Background: an optimization exercise with open tools, aiming at small area. Do not read the settings as production practice.
Only simulation tests tie the RTL to the original design; equivalence was not proved.
Power and IR drop assume default switching activity.

==> job 6983: inputs <==
==> flow/design.v <==
module regfile_sb_ao22 (
    input  logic a1, a2, b1, b2,
    output logic y
);
    assign y = (a1 & a2) | (b1 & b2);
endmodule
module regfile_sb_aoi222 (
    input  logic a1, a2, b1, b2, c1, c2,
    output logic y
);
    assign y = ~((a1 & a2) | (b1 & b2) | (c1 & c2));
endmodule
module regfile_sb_nand2 (
    input  logic a, b,
    output logic y
);
    assign y = ~(a & b);
endmodule
module regfile_sb_and2 (
    input  logic a, b,
    output logic y
);
    assign y = a & b;
endmodule
module regfile_sb_and3 (
    input  logic a, b, c,
    output logic y
);
    assign y = a & b & c;
endmodule
module regfile_sb_nand11 (
    input  logic [10:0] a,
    output logic        y
);
    assign y = ~&a;
endmodule
module regfile_sb #(
    parameter int unsigned  XLEN     = 32,
    parameter int unsigned  DEPTH    = 32,
    parameter bit           ZERO_REG = 1'b1,
    parameter bit           BYPASS   = 1'b1,
    localparam int unsigned AW       = $clog2(DEPTH)
) (
    input  logic            Clk,
    input  logic            Rst_n,
    input  logic [AW-1:0]   raddr1,
    input  logic [AW-1:0]   raddr2,
    output logic [XLEN-1:0] rdata1,
    output logic [XLEN-1:0] rdata2,
    output logic            rbusy1,
    output logic            rbusy2,
    output logic            stall,
    input  logic            issue_valid,
    input  logic [AW-1:0]   issue_addr,
    input  logic            RegWrite,
    input  logic [AW-1:0]   waddr,
    input  logic [XLEN-1:0] wdata,
    input  logic            flush,
    output logic [AW:0]     pending_cnt
);
    localparam int NGRP = (DEPTH - 1) / 3;   
    logic [XLEN-1:0]  regs_q [1:DEPTH-1];
    logic [XLEN-1:0]  regs_d [1:DEPTH-1];
    logic [DEPTH-1:1] valid_q, valid_d;
    logic [DEPTH-1:1] pending_q, pending_d;
    logic [AW:0]      cnt_q, cnt_d;
    logic [3:0]       r1_lo, r2_lo, w_lo, i_lo;    
    logic [7:0]       r1_hi, r2_hi, w_hi, i_hi;    
    logic [DEPTH-1:1] wsel, wsel_n, isel, dec1, dec2;
    logic [DEPTH-1:1] pw;                        
    logic [DEPTH-1:1] rsel1, rsel2;
    logic             iss, inc, dec, iw_same;
    assign iss = issue_valid && (issue_addr != '0);
    always_comb begin
        r1_lo = 4'b1 << raddr1[1:0];
        r2_lo = 4'b1 << raddr2[1:0];
        w_lo  = 4'b1 << waddr[1:0];
        i_lo  = 4'b1 << issue_addr[1:0];
        r1_hi = 8'b1 << raddr1[4:2];
        r2_hi = 8'b1 << raddr2[4:2];
        w_hi  = RegWrite    ? (8'b1 << waddr[4:2])      : 8'b0;
        i_hi  = issue_valid ? (8'b1 << issue_addr[4:2]) : 8'b0;
        for (int i = 1; i < DEPTH; i++) begin
            isel[i]    = i_lo[i % 4] && i_hi[i / 4];
            dec1[i]    = r1_lo[i % 4] && r1_hi[i / 4];
            dec2[i]    = r2_lo[i % 4] && r2_hi[i / 4];
            valid_d[i] = valid_q[i] || wsel[i];
            pw[i]      = pending_q[i] && wsel_n[i];
        end
    end
    for (genvar g = 1; g < int'(DEPTH); g++) begin : g_sel
        regfile_sb_and2  u_w  (.a(w_lo[g % 4]), .b(w_hi[g / 4]), .y(wsel[g]));
        regfile_sb_nand2 u_wn (.a(w_lo[g % 4]), .b(w_hi[g / 4]), .y(wsel_n[g]));
        regfile_sb_and3  u_r1 (.a(r1_lo[g % 4]), .b(r1_hi[g / 4]), .c(valid_d[g]), .y(rsel1[g]));
        regfile_sb_and3  u_r2 (.a(r2_lo[g % 4]), .b(r2_hi[g / 4]), .c(valid_d[g]), .y(rsel2[g]));
    end
    for (genvar b = 0; b < int'(XLEN); b++) begin : g_bit
        logic [NGRP:0] grp1, grp2;
        for (genvar k = 0; k < NGRP; k++) begin : g_grp
            regfile_sb_aoi222 u_r1 (
                .a1(regs_d[3*k+1][b]), .a2(rsel1[3*k+1]),
                .b1(regs_d[3*k+2][b]), .b2(rsel1[3*k+2]),
                .c1(regs_d[3*k+3][b]), .c2(rsel1[3*k+3]),
                .y(grp1[k])
            );
            regfile_sb_aoi222 u_r2 (
                .a1(regs_d[3*k+1][b]), .a2(rsel2[3*k+1]),
                .b1(regs_d[3*k+2][b]), .b2(rsel2[3*k+2]),
                .c1(regs_d[3*k+3][b]), .c2(rsel2[3*k+3]),
                .y(grp2[k])
            );
        end
        regfile_sb_nand2 u_l1 (.a(regs_d[DEPTH-1][b]), .b(rsel1[DEPTH-1]), .y(grp1[NGRP]));
        regfile_sb_nand2 u_l2 (.a(regs_d[DEPTH-1][b]), .b(rsel2[DEPTH-1]), .y(grp2[NGRP]));
        regfile_sb_nand11 u_o1 (.a(grp1), .y(rdata1[b]));
        regfile_sb_nand11 u_o2 (.a(grp2), .y(rdata2[b]));
    end
    assign rbusy1      = |(dec1 & pw);
    assign rbusy2      = |(dec2 & pw);
    assign stall       = rbusy1 || rbusy2;
    assign pending_cnt = cnt_q;
    for (genvar g = 1; g < int'(DEPTH); g++) begin : g_reg
        for (genvar b = 0; b < int'(XLEN); b++) begin : g_bit
            regfile_sb_ao22 u_hold (
                .a1(regs_q[g][b]), .a2(wsel_n[g]),
                .b1(wdata[b]),     .b2(wsel[g]),
                .y(regs_d[g][b])
            );
        end
        always_ff @(posedge Clk) begin
            regs_q[g] <= regs_d[g];
        end
    end
    always_comb begin
        for (int i = 1; i < DEPTH; i++) begin
            pending_d[i] = isel[i] || (pw[i] && !flush);
        end
    end
    always_comb begin
        iw_same = (issue_addr == waddr);
        inc     = iss && !(|(isel & pending_q));
        dec     = !flush && (|(wsel & pending_q)) && !(issue_valid && iw_same);
        if (flush) begin
            cnt_d = {{AW{1'b0}}, iss};
        end else begin
            cnt_d = cnt_q + {{AW{1'b0}}, inc} - {{AW{1'b0}}, dec};
        end
    end
    always_ff @(posedge Clk or negedge Rst_n) begin
        if (!Rst_n) begin
            valid_q   <= '0;
            pending_q <= '0;
            cnt_q     <= '0;
        end else begin
            valid_q   <= valid_d;
            pending_q <= pending_d;
            cnt_q     <= cnt_d;
        end
    end
endmodule
==> flow/flow/run.sh <==
#!/bin/bash
# Standard layout, with two changes to how it is built:
#  * the port buffers are the smallest buffer (buf_1) instead of the default choice;
#  * clock tree synthesis uses small sink clusters driven by clkbuf_4, clkbuf_8 above
#    them, and adds no dummy loads.
# Each tool's full output goes to the ORFS logs under orfs/logs; make's own output to flow.log.
set -euo pipefail
bash standard.sh \
  "BUFFER_PORTS_ARGS=-buffer_cell sky130_fd_sc_hd__buf_1" \
  "CTS_ARGS=-sink_clustering_enable -repair_clock_nets -dont_use_dummy_load -sink_clustering_size 10 -sink_clustering_max_diameter 35 -buf_list {sky130_fd_sc_hd__clkbuf_4 sky130_fd_sc_hd__clkbuf_8} -sink_clustering_buffer sky130_fd_sc_hd__clkbuf_4 -root_buf sky130_fd_sc_hd__clkbuf_8" \
  finish > flow.log 2>&1
==> flow/standard.sh <==
#!/bin/bash
# synth_recipe.tcl (not shown) runs the flow's synth.tcl, then flattens the netlist and writes it again
# the make line also repeats each setting of config.mk as NAME=value (left out here)
make -C /OpenROAD-flow-scripts/flow DESIGN_CONFIG=/design/flow/config.mk WORK_HOME=/design/flow/orfs CLKGATE_MAP_FILE= SYNTH_SCRIPT=/design/flow/synth_recipe.tcl "${@:-finish}"
==> flow/config.mk <==
export PLATFORM = sky130hd
export DESIGN_NAME = regfile_sb
export DESIGN_NICKNAME = regfile_sb
export VERILOG_FILES = /design/flow/design.v
export SDC_FILE = /design/flow/constraint.sdc
export NUM_CORES = 4
export LEC_CHECK = 0
export CAP_MARGIN = 10
export CELL_PAD_IN_SITES_DETAIL_PLACEMENT = 0
export CELL_PAD_IN_SITES_GLOBAL_PLACEMENT = 1
export CORE_MARGIN = 2
export CORE_UTILIZATION = 50
export CTS_BUF_LIST = sky130_fd_sc_hd__clkbuf_8
export CTS_CLUSTER_DIAMETER = 50
export CTS_CLUSTER_SIZE = 16
export PLACE_DENSITY = 0.6
export SLEW_MARGIN = 10
export SYNTH_HIERARCHICAL = 1
==> flow/constraint.sdc <==
create_clock -name core_clock -period 9.0 [get_ports {Clk}]
set_input_delay 1.8000 -clock core_clock [delete_from_list [all_inputs] [get_ports {Clk}]]
set_output_delay 1.8000 -clock core_clock [all_outputs]
set_load 0.01 [all_outputs]
==> inputs of job 8897, as changes to job 6983 <==
--- a/flow/design.v
+++ b/flow/design.v
@@ -15,18 +15,6 @@
     output logic y
 );
     assign y = ~(a & b);
-endmodule
-module regfile_sb_and2 (
-    input  logic a, b,
-    output logic y
-);
-    assign y = a & b;
-endmodule
-module regfile_sb_and3 (
-    input  logic a, b, c,
-    output logic y
-);
-    assign y = a & b & c;
 endmodule
 module regfile_sb_nand11 (
     input  logic [10:0] a,
@@ -81,18 +69,16 @@
         w_hi  = RegWrite    ? (8'b1 << waddr[4:2])      : 8'b0;
         i_hi  = issue_valid ? (8'b1 << issue_addr[4:2]) : 8'b0;
         for (int i = 1; i < DEPTH; i++) begin
+            wsel[i]    = w_lo[i % 4] && w_hi[i / 4];
+            wsel_n[i]  = !wsel[i];
             isel[i]    = i_lo[i % 4] && i_hi[i / 4];
             dec1[i]    = r1_lo[i % 4] && r1_hi[i / 4];
             dec2[i]    = r2_lo[i % 4] && r2_hi[i / 4];
             valid_d[i] = valid_q[i] || wsel[i];
             pw[i]      = pending_q[i] && wsel_n[i];
+            rsel1[i]   = dec1[i] && valid_d[i];
+            rsel2[i]   = dec2[i] && valid_d[i];
         end
-    end
-    for (genvar g = 1; g < int'(DEPTH); g++) begin : g_sel
-        regfile_sb_and2  u_w  (.a(w_lo[g % 4]), .b(w_hi[g / 4]), .y(wsel[g]));
-        regfile_sb_nand2 u_wn (.a(w_lo[g % 4]), .b(w_hi[g / 4]), .y(wsel_n[g]));
-        regfile_sb_and3  u_r1 (.a(r1_lo[g % 4]), .b(r1_hi[g / 4]), .c(valid_d[g]), .y(rsel1[g]));
-        regfile_sb_and3  u_r2 (.a(r2_lo[g % 4]), .b(r2_hi[g / 4]), .c(valid_d[g]), .y(rsel2[g]));
     end
     for (genvar b = 0; b < int'(XLEN); b++) begin : g_bit
         logic [NGRP:0] grp1, grp2;
==> flow/flow/run.sh (replaced) <==
#!/bin/bash
# Standard layout, with two changes to how it is built:
#  * the port buffers are the smallest buffer (buf_1) instead of the default choice;
#  * clock tree synthesis uses clkbuf_8 with small sink clusters and adds no dummy loads.
# Each tool's full output goes to the ORFS logs under orfs/logs; make's own output to flow.log.
set -euo pipefail
bash standard.sh \
  "BUFFER_PORTS_ARGS=-buffer_cell sky130_fd_sc_hd__buf_1" \
  "CTS_ARGS=-sink_clustering_enable -repair_clock_nets -dont_use_dummy_load -sink_clustering_size 16 -sink_clustering_max_diameter 50 -buf_list sky130_fd_sc_hd__clkbuf_8" \
  finish > flow.log 2>&1
==> flow/config.mk (replaced) <==
export PLATFORM = sky130hd
export DESIGN_NAME = regfile_sb
export DESIGN_NICKNAME = regfile_sb
export VERILOG_FILES = /design/flow/design.v
export SDC_FILE = /design/flow/constraint.sdc
export NUM_CORES = 4
export LEC_CHECK = 0
export CAP_MARGIN = 10
export CELL_PAD_IN_SITES_DETAIL_PLACEMENT = 1
export CELL_PAD_IN_SITES_GLOBAL_PLACEMENT = 2
export CORE_MARGIN = 2
export CORE_UTILIZATION = 40
export CTS_BUF_LIST = sky130_fd_sc_hd__clkbuf_8
export CTS_CLUSTER_DIAMETER = 50
export CTS_CLUSTER_SIZE = 16
export PLACE_DENSITY = 0.5
export SLEW_MARGIN = 10
export SYNTH_HIERARCHICAL = 1
==> inputs of job 787, as changes to job 6983 <==
--- a/flow/design.v
+++ b/flow/design.v
@@ -15,18 +15,6 @@
     output logic y
 );
     assign y = ~(a & b);
-endmodule
-module regfile_sb_and2 (
-    input  logic a, b,
-    output logic y
-);
-    assign y = a & b;
-endmodule
-module regfile_sb_and3 (
-    input  logic a, b, c,
-    output logic y
-);
-    assign y = a & b & c;
 endmodule
 module regfile_sb_nand11 (
     input  logic [10:0] a,
@@ -81,18 +69,16 @@
         w_hi  = RegWrite    ? (8'b1 << waddr[4:2])      : 8'b0;
         i_hi  = issue_valid ? (8'b1 << issue_addr[4:2]) : 8'b0;
         for (int i = 1; i < DEPTH; i++) begin
+            wsel[i]    = w_lo[i % 4] && w_hi[i / 4];
+            wsel_n[i]  = !wsel[i];
             isel[i]    = i_lo[i % 4] && i_hi[i / 4];
             dec1[i]    = r1_lo[i % 4] && r1_hi[i / 4];
             dec2[i]    = r2_lo[i % 4] && r2_hi[i / 4];
             valid_d[i] = valid_q[i] || wsel[i];
             pw[i]      = pending_q[i] && wsel_n[i];
+            rsel1[i]   = dec1[i] && valid_d[i];
+            rsel2[i]   = dec2[i] && valid_d[i];
         end
-    end
-    for (genvar g = 1; g < int'(DEPTH); g++) begin : g_sel
-        regfile_sb_and2  u_w  (.a(w_lo[g % 4]), .b(w_hi[g / 4]), .y(wsel[g]));
-        regfile_sb_nand2 u_wn (.a(w_lo[g % 4]), .b(w_hi[g / 4]), .y(wsel_n[g]));
-        regfile_sb_and3  u_r1 (.a(r1_lo[g % 4]), .b(r1_hi[g / 4]), .c(valid_d[g]), .y(rsel1[g]));
-        regfile_sb_and3  u_r2 (.a(r2_lo[g % 4]), .b(r2_hi[g / 4]), .c(valid_d[g]), .y(rsel2[g]));
     end
     for (genvar b = 0; b < int'(XLEN); b++) begin : g_bit
         logic [NGRP:0] grp1, grp2;
--- a/flow/flow/run.sh
+++ b/flow/flow/run.sh
@@ -7,5 +7,5 @@
 set -euo pipefail
 bash standard.sh \
   "BUFFER_PORTS_ARGS=-buffer_cell sky130_fd_sc_hd__buf_1" \
-  "CTS_ARGS=-sink_clustering_enable -repair_clock_nets -dont_use_dummy_load -sink_clustering_size 10 -sink_clustering_max_diameter 35 -buf_list {sky130_fd_sc_hd__clkbuf_4 sky130_fd_sc_hd__clkbuf_8} -sink_clustering_buffer sky130_fd_sc_hd__clkbuf_4 -root_buf sky130_fd_sc_hd__clkbuf_8" \
+  "CTS_ARGS=-sink_clustering_enable -repair_clock_nets -dont_use_dummy_load -sink_clustering_size 10 -sink_clustering_max_diameter 35 -buf_list sky130_fd_sc_hd__clkbuf_4 sky130_fd_sc_hd__clkbuf_8 -sink_clustering_buffer sky130_fd_sc_hd__clkbuf_4 -root_buf sky130_fd_sc_hd__clkbuf_8" \
   finish > flow.log 2>&1
==> flow/config.mk (replaced) <==
export PLATFORM = sky130hd
export DESIGN_NAME = regfile_sb
export DESIGN_NICKNAME = regfile_sb
export VERILOG_FILES = /design/flow/design.v
export SDC_FILE = /design/flow/constraint.sdc
export NUM_CORES = 4
export LEC_CHECK = 0
export CAP_MARGIN = 10
export CELL_PAD_IN_SITES_DETAIL_PLACEMENT = 1
export CELL_PAD_IN_SITES_GLOBAL_PLACEMENT = 2
export CORE_MARGIN = 2
export CORE_UTILIZATION = 40
export CTS_BUF_LIST = sky130_fd_sc_hd__clkbuf_8
export CTS_CLUSTER_DIAMETER = 50
export CTS_CLUSTER_SIZE = 16
export PLACE_DENSITY = 0.5
export SLEW_MARGIN = 10
export SYNTH_HIERARCHICAL = 1
==> results.txt <==
Fmax: job 8897 0.1265 GHz; job 787 -; job 6983 0.1278 GHz
Pin count of the biggest net entering global routing: job 8897 69; job 787 -; job 6983 69
Status: job 8897 timing/DRC/antenna clean; job 787 did not finish; job 6983 complete, but fails checks
Last stage reached: job 8897 -; job 787 clock tree synthesis; job 6983 -
Violated checks: job 8897 -; job 787 -; job 6983 capacitance limit, slew limit
Reg-to-reg endpoint: job 8897 cnt_q[4]; job 787 -; job 6983 cnt_q[4]
Post-detailed-placement half-perimeter wirelength: job 8897 150.3 mm; job 787 150.3 mm; job 6983 130.4 mm
Comb pwr share: job 8897 0.198; job 787 -; job 6983 0.201
Finish-stage setup viols: job 8897 0; job 787 -; job 6983 0
Number of signal-net buffers in the layout: job 8897 347; job 787 -; job 6983 288
Overall die width: job 8897 325.9 microns; job 787 325.9 microns; job 6983 291.6 microns
Reg-to-reg startpoint: job 8897 pending_q[25]; job 787 -; job 6983 pending_q[26]
Root buffer cell: job 8897 clkbuf_8; job 787 -; job 6983 clkbuf_8
Number of rows in the core area: job 8897 118; job 787 118; job 6983 105
CP Capture Point: job 8897 rdata2[6]; job 787 -; job 6983 rdata1[23]
Max cap viols: job 8897 0; job 787 -; job 6983 1
Met2 Track Usage GR: job 8897 0.6637; job 787 -; job 6983 0.6945
Buf/Inv on CP: job 8897 5; job 787 -; job 6983 3
Via count of the first global-routing pass: job 8897 44959; job 787 -; job 6983 43809
Number of instances on the worst hold path: job 8897 2; job 787 -; job 6983 1
Final number of hold-violating endpoints: job 8897 0; job 787 -; job 6983 0
Group with the largest share of power: job 8897 registers; job 787 -; job 6983 registers
Measured slew at the worst slew-check pin: job 8897 1373 ps; job 787 -; job 6983 1508 ps
Startpoint type of the worst setup path: job 8897 input port; job 787 -; job 6983 input port
Inverters excl. clock: job 8897 73; job 787 -; job 6983 17
Clock latency at the later pin of the worst-skew pair: job 8897 860 ps; job 787 -; job 6983 850 ps
Data arrival, critical path: job 8897 6110 ps; job 787 -; job 6983 6020 ps

==> separate check: timing with driven ports <==
No port has a modelled driver above. Below, the same layouts with a new extraction and two added sets of constraints.
Step 1 (the two cells are an assumption about what drives the block):
set clk [get_ports {Clk}]
set_driving_cell -lib_cell sky130_fd_sc_hd__clkbuf_16 $clk
set_driving_cell -lib_cell sky130_fd_sc_hd__buf_2 [delete_from_list [all_inputs] $clk]
Step 2 moves the port delays by t, midway between the first and last clock arrival at a register: inputs arrive t later, outputs are due t later. That takes back most of the time a late clock gives input paths.
a / b / c = no drivers / after step 1 / after step 2; a / b = the first two.
run | t (ns) | setup slack, ns | hold WS [ns] | worst setup path at the end | worst slew at a driven data input, ns
job 6983 | 0.900 | 1.176 / 1.150 / 1.150 | 0.456 / 0.456 / 0.456 | input to output | 0.20
job 8897 | 0.915 | 1.094 / 1.072 / 1.072 | 0.490 / 0.490 / 0.490 | input to output | 0.21
The setup slack of job 6983, which loses most, moves by -0.026 ns with the drivers and by -0.026 ns with both steps.
